Background: an optimization exercise with open tools, aiming at small area, a short achievable clock period and few clock cycles per item. Do not read the settings as production practice.
At most, simulation tests tie the RTL to the original design; equivalence was not proved.
Power figures rest on the tool's default switching activity, not on a simulated workload.

// inline_markup_style_parser_core
module inline_markup_style_parser_core (
	input  wire logic        clk,
	input  wire logic        arst_n,
	input  wire logic        items_valid,
	output logic             items_ready,
	input  wire logic [15:0] items_code,
	input  wire logic [1:0]  items_kind,
	output logic             results_valid,
	input  wire logic        results_ready,
	output logic [1:0]       results_event_res,
	output logic [15:0]      results_char_out,
	output logic             results_bold,
	output logic             results_italic,
	output logic             results_underline,
	output logic             results_strike,
	output logic             results_last
);
==> flow/config.mk <==
export PLATFORM = sky130hd
export DESIGN_NAME = inline_markup_style_parser_core
export DESIGN_NICKNAME = inline_markup_style_parser_core
export VERILOG_FILES = /design/flow/design.v
export SDC_FILE = /design/flow/constraint.sdc
export NUM_CORES = 4
export LEC_CHECK = 0
export CAP_MARGIN = 20
export CORE_MARGIN = 2
export CORE_UTILIZATION = 60
export SLEW_MARGIN = 20
==> flow/constraint.sdc <==
create_clock -name core_clock -period 11.0 [get_ports {clk}]
set_input_delay 2.2000 -clock core_clock [delete_from_list [all_inputs] [get_ports {clk}]]
set_output_delay 2.2000 -clock core_clock [all_outputs]
set_load 0.01 [all_outputs]
standard.sh (not shown) runs the stock make flow with config.mk's settings and CLKGATE_MAP_FILE= SYNTH_SCRIPT=/design/flow/synth_recipe.tcl, a recipe that flattens the netlist after the stock synthesis.
==> flow/flow/run.sh <==
#!/bin/bash
# Standard synthesis, unchanged; then the standard ORFS layout steps with
# plain buffers on the ports and timing repair aimed below the clock period.
set -euo pipefail
bash standard.sh synth > synth.log 2>&1
bash standard.sh \
  "BUFFER_PORTS_ARGS=-buffer_cell sky130_fd_sc_hd__buf_2" \
  "SETUP_SLACK_MARGIN=7.5" \
  finish > layout.log 2>&1
Testbench counts at the start, summed over its fixed seeds: cycles 40,978, items 40,240.
==> next run, changes <==
--- a/flow/design.v
+++ b/flow/design.v
@@ -55,14 +55,15 @@
 	output logic             results_bold,
 	output logic             results_italic,
 	output logic             results_underline,
 	output logic             results_strike,
 	output logic             results_last
 );
-	localparam logic [3:0] PH_SKIP = 4'd12;
-	localparam logic [3:0] PH_ERR  = 4'd13;
+	localparam logic [3:0] PH_SKIP = 4'd9;
+	localparam logic [3:0] PH_BODY = 4'd10;
+	localparam logic [3:0] PH_ERR  = 4'd11;
 	localparam logic [2:0] P_NONE = 3'd0;
 	localparam logic [2:0] P_BS   = 3'd1;
 	localparam logic [2:0] P_LT   = 3'd2;
 	localparam logic [2:0] P_TL   = 3'd3;
 	localparam logic [2:0] P_ST1  = 3'd4;
 	localparam logic [2:0] P_ST2  = 3'd5;
@@ -71,13 +72,12 @@
 	localparam int SU = imsp_pkg::ST_UNDER;
 	localparam int SS = imsp_pkg::ST_STRIKE;
 	logic        s_v, i_v;
 	logic [15:0] s_code, i_code;
 	logic [1:0]  s_kind, i_kind;
 	logic [3:0]  ph_q;
-	logic        body_q;
 	logic        first_q, zero_q, cent_q, step_q;
 	logic [2:0]  pend_q;
 	logic [3:0]  sty_q;
 	logic        o_v, o_last;
 	logic [1:0]  o_ev;
 	logic [15:0] o_ch;
@@ -89,15 +89,15 @@
 	logic k_char, k_eol, k_eof;
 	logic in_hdr, in_skip, in_body;
 	logic is_bs, is_lt, is_gt, is_st, is_ul, is_tl, hdr_ok;
 	assign k_char  = (i_kind == imsp_pkg::KIND_CHAR);
 	assign k_eol   = (i_kind == imsp_pkg::KIND_EOL);
 	assign k_eof   = (i_kind == imsp_pkg::KIND_EOF);
-	assign in_hdr  = !body_q && !(ph_q[3] && ph_q[2]);
-	assign in_skip = !body_q && ph_q[3] && ph_q[2] && !ph_q[0];
-	assign in_body = body_q;
+	assign in_hdr  = (ph_q <= 4'd8);
+	assign in_skip = (ph_q == PH_SKIP);
+	assign in_body = (ph_q == PH_BODY);
 	assign is_bs   = (i_code == imsp_pkg::CH_BSLASH);
 	assign is_lt   = (i_code == imsp_pkg::CH_LT);
 	assign is_gt   = (i_code == imsp_pkg::CH_GT);
 	assign is_st   = (i_code == imsp_pkg::CH_STAR);
 	assign is_ul   = (i_code == imsp_pkg::CH_UNDER);
 	assign is_tl   = (i_code == imsp_pkg::CH_TILDE);
@@ -123,23 +123,21 @@
 	logic        b_v;
 	logic [1:0]  b_ev;
 	logic [15:0] b_ch;
 	logic [3:0]  b_sty, rs;
 	logic        go;
 	logic [3:0]  n_ph;
-	logic        n_body;
 	logic        n_first, n_zero, n_cent;
 	logic [2:0]  n_pend;
 	logic [3:0]  n_sty;
 	assign a_para = in_body && zero_q && !first_q && (k_eol || k_char);
 	assign a_tl   = in_body && k_char && (pend_q == P_TL) && !is_tl;
 	assign a_lt   = in_body && k_char && (pend_q == P_LT);
 	assign has_a  = a_para || a_tl || a_lt;
 	always_comb begin
 		n_ph    = ph_q;
-		n_body  = body_q;
 		n_first = first_q;
 		n_zero  = zero_q;
 		n_cent  = cent_q;
 		n_pend  = pend_q;
 		n_sty   = sty_q;
 		b_v     = 1'b0;
@@ -156,26 +154,25 @@
 				end else if (in_body && !zero_q && (pend_q == P_BS || pend_q == P_TL)) begin
 					b_v   = 1'b1;
 					b_ch  = (pend_q == P_BS) ? imsp_pkg::CH_BSLASH : imsp_pkg::CH_TILDE;
 					b_sty = sty_q;
 				end
 				n_ph    = 4'd0;
-				n_body  = 1'b0;
 				n_first = 1'b1;
 				n_zero  = 1'b1;
 				n_cent  = 1'b0;
 				n_pend  = P_NONE;
 				n_sty   = '0;
 			end
 			imsp_pkg::KIND_EOL: begin
 				if (in_hdr) begin
 					b_v  = 1'b1;
 					b_ev = imsp_pkg::EV_ERROR;
 					n_ph = PH_ERR;
 				end else if (in_skip) begin
-					n_body = 1'b1;
+					n_ph = PH_BODY;
 				end else if (in_body) begin
 					if (!zero_q && (pend_q == P_BS || pend_q == P_TL)) begin
 						b_v   = 1'b1;
 						b_ch  = (pend_q == P_BS) ? imsp_pkg::CH_BSLASH : imsp_pkg::CH_TILDE;
 						b_sty = sty_q;
 					end
@@ -291,18 +288,17 @@
 			e_sty = b_sty;
 		end
 	end
 	always_ff @(posedge clk or negedge arst_n) begin
 		if (!arst_n) begin
 			s_v     <= 1'b0;
-			rdy_q   <= 1'b0;
+			rdy_q   <= 1'b1;
 			i_v     <= 1'b0;
 			o_v     <= 1'b0;
 			step_q  <= 1'b0;
 			ph_q    <= 4'd0;
-			body_q  <= 1'b0;
 			first_q <= 1'b1;
 			zero_q  <= 1'b1;
 			cent_q  <= 1'b0;
 			pend_q  <= P_NONE;
 			sty_q   <= '0;
 		end else begin
@@ -314,23 +310,22 @@
 			end
 			if (adv) begin
 				step_q <= two && !step_q;
 			end
 			if (adv && !step_q) begin
 				ph_q    <= n_ph;
-				body_q  <= n_body;
 				first_q <= n_first;
 				zero_q  <= n_zero;
 				cent_q  <= n_cent;
 				pend_q  <= n_pend;
 				sty_q   <= n_sty;
 			end
 		end
 	end
 	always_ff @(posedge clk) begin
-		if (!s_v) begin
+		if (rdy_q) begin
 			s_code <= items_code;
 			s_kind <= items_kind;
 		end
 		if (i_free) begin
 			i_code <= s_v ? s_code : items_code;
 			i_kind <= s_v ? s_kind : items_kind;
Outcome:
- The changed run produced a clean layout
- worst setup slack degrades by 0.065 ns
- final cell count goes up by 1.6%
- area after synthesis rises by 5.1%
- clock-buffer cell count is unchanged
- final area goes up by 6.8%
- critical path depth decreases by 5
- global-route usage grows by 0.23 points
- sequential power came out lower by about 0.9%
- fmax drops by 1.9%
- non-clock buffer count rose by 8
- synthesized cell count fell by 1.3%
- core utilization goes up by 0.69 points
- routed wire length came out higher by 8.4%
- flip-flop and latch count decreases by 1
No functional check of the RTL was part of the second run of this note.

========
Another version of the RTL of inline_markup_style_parser_core (not shown whole).
For scale: ~390 cells after synthesis, roughly 47 I/O pins, ~4000 sq um of cells after synthesis.
==> flow/config.mk <==
export PLATFORM = sky130hd
export DESIGN_NAME = inline_markup_style_parser_core
export DESIGN_NICKNAME = inline_markup_style_parser_core
export VERILOG_FILES = /design/flow/design.v
export SDC_FILE = /design/flow/constraint.sdc
export NUM_CORES = 4
export LEC_CHECK = 0
export CAP_MARGIN = 20
export CORE_MARGIN = 2
export CORE_UTILIZATION = 60
export SLEW_MARGIN = 20
==> flow/constraint.sdc <==
create_clock -name core_clock -period 11.0 [get_ports {clk}]
set_input_delay 2.2000 -clock core_clock [delete_from_list [all_inputs] [get_ports {clk}]]
set_output_delay 2.2000 -clock core_clock [all_outputs]
set_load 0.01 [all_outputs]
==> flow/flow/run.sh <==
#!/bin/bash
# Standard synthesis, unchanged; then the standard ORFS layout steps with
# the settings below.
set -euo pipefail
bash standard.sh synth > synth.log 2>&1
bash standard.sh \
  BUFFER_PORTS_ARGS=-buffer_cell\ sky130_fd_sc_hd__buf_2 \
  SETUP_SLACK_MARGIN=7.9 \
  CTS_ARGS=-sink_clustering_enable\ -repair_clock_nets\ -dont_use_dummy_load \
  finish > layout.log 2>&1
Rerun with:
--- a/flow/design.v
+++ b/flow/design.v
@@ -268,19 +268,19 @@
 				end
 			end
 			default: ;
 		endcase
 	end
 	logic adv, bcent_q;
-	logic pre_para, pp_q, pp_last;
-	assign pre_para = adv && !step_q && in_body && k_eol && !zero_q
-		&& (pend_q != P_BS) && (pend_q != P_TL)
-		&& acc && (items_kind == imsp_pkg::KIND_CHAR || items_kind == imsp_pkg::KIND_EOL);
-	assign pp_last  = (items_kind == imsp_pkg::KIND_EOL)
-		|| (items_code == imsp_pkg::CH_BSLASH) || (items_code == imsp_pkg::CH_STAR)
-		|| (items_code == imsp_pkg::CH_UNDER) || (items_code == imsp_pkg::CH_TILDE);
+	logic pre_ok, pre_para, pp_q, pp_last;
+	assign pre_ok   = i_v && !step_q && in_body && k_eol && !zero_q
+		&& (pend_q != P_BS) && (pend_q != P_TL);
+	assign pre_para = pre_ok && items_valid && rdy_q && !items_kind[1];
+	assign pp_last  = items_kind[0]
+		|| ((items_code[15:8] == 8'h00) && (items_code[7:0] == 8'h5C || items_code[7:0] == 8'h2A
+		|| items_code[7:0] == 8'h5F || items_code[7:0] == 8'h7E));
 	logic plain;
 	assign plain = !(is_bs || (is_lt && cent_q) || is_st || is_ul || is_tl);
 	assign two   = in_body && k_char && (
 		(zero_q && !first_q && !pp_q && (is_gt || plain))
 		|| ((pend_q == P_TL || pend_q == P_LT) && plain));
 	assign adv     = i_v && or_free;
@@ -357,14 +357,14 @@
 			i_nc   <= s_v ? s_nc : u_nc;
 		end
 		if (adv && !step_q) begin
 			bcent_q <= (b_ev == imsp_pkg::EV_CENTRE);
 		end
 		if (or_free) begin
-			o_last <= pre_para ? pp_last : e_last;
-			o_ev   <= pre_para ? imsp_pkg::EV_PARA : e_ev;
+			o_last <= pre_ok ? pp_last : e_last;
+			o_ev   <= {e_ev[1], e_ev[0] || pre_para};
 			o_ch   <= e_ch;
 			o_sty  <= e_sty;
 		end
 	end
 	assign results_valid     = o_v;
 	assign results_event_res = o_ev;
The new run finished clean.
Combinational power is lower by 9.1%.
Worst setup slack gains 0.18 ns.
Die area is lower by 2.0%.
First-iteration DRC count is lower by 13%.
Synthesized area is lower by 2.1%.
Via count is lower by 5.0%.
Total power is lower by 3.4%.
Clock power hardly moves.
Core utilization is about the same.
Cell area is lower by 1.2%.
Wire length is higher by 0.77%.
Cell count is lower by 2.0%.
Critical path depth is lower by 4.
Non-clock buffer count is higher by 1.
Testbench counts after the change, summed over its fixed seeds: cycles 40,349, items 40,240.
No functional check of the RTL was part of the first run of this note.

==> afterwards: timing with drivers on the ports <==
Ports are ideal in the flow. The routed layouts listed here were re-timed in OpenROAD.
Step 1 assumes that a clkbuf_16 drives the clock port and a buf_2 every other input.
Step 2 moves the port delays by t, midway between the first and last clock arrival at a register: inputs arrive t later, outputs are due t later. That takes back most of the time a late clock gives input paths.
a / b / c = no drivers / after step 1 / after step 2; a / b = the first two.
run	t, ns	setup WS [ns]	hold slack, ns	latest minus earliest clock arrival (ns)	pins driven straight from the clock port
the first run of note 1	0.384	7.639 / 7.639 / 7.272	0.481 / 0.481 / 0.481	0.008 / 0.008	1
the second run of note 1	0.386	7.574 / 7.544 / 7.341	0.504 / 0.504 / 0.504	0.010 / 0.010	1
the first run of note 2	0.373	7.720 / 7.721 / 7.348	0.473 / 0.473 / 0.473	0.022 / 0.022	1
the second run of note 2	0.381	7.903 / 7.872 / 7.519	0.476 / 0.476 / 0.476	0.034 / 0.034	1
After both steps setup and hold are still met in every run listed. The setup slack of the second run of note 2, which loses most, moves by -0.031 ns with the drivers and by -0.384 ns with both steps.
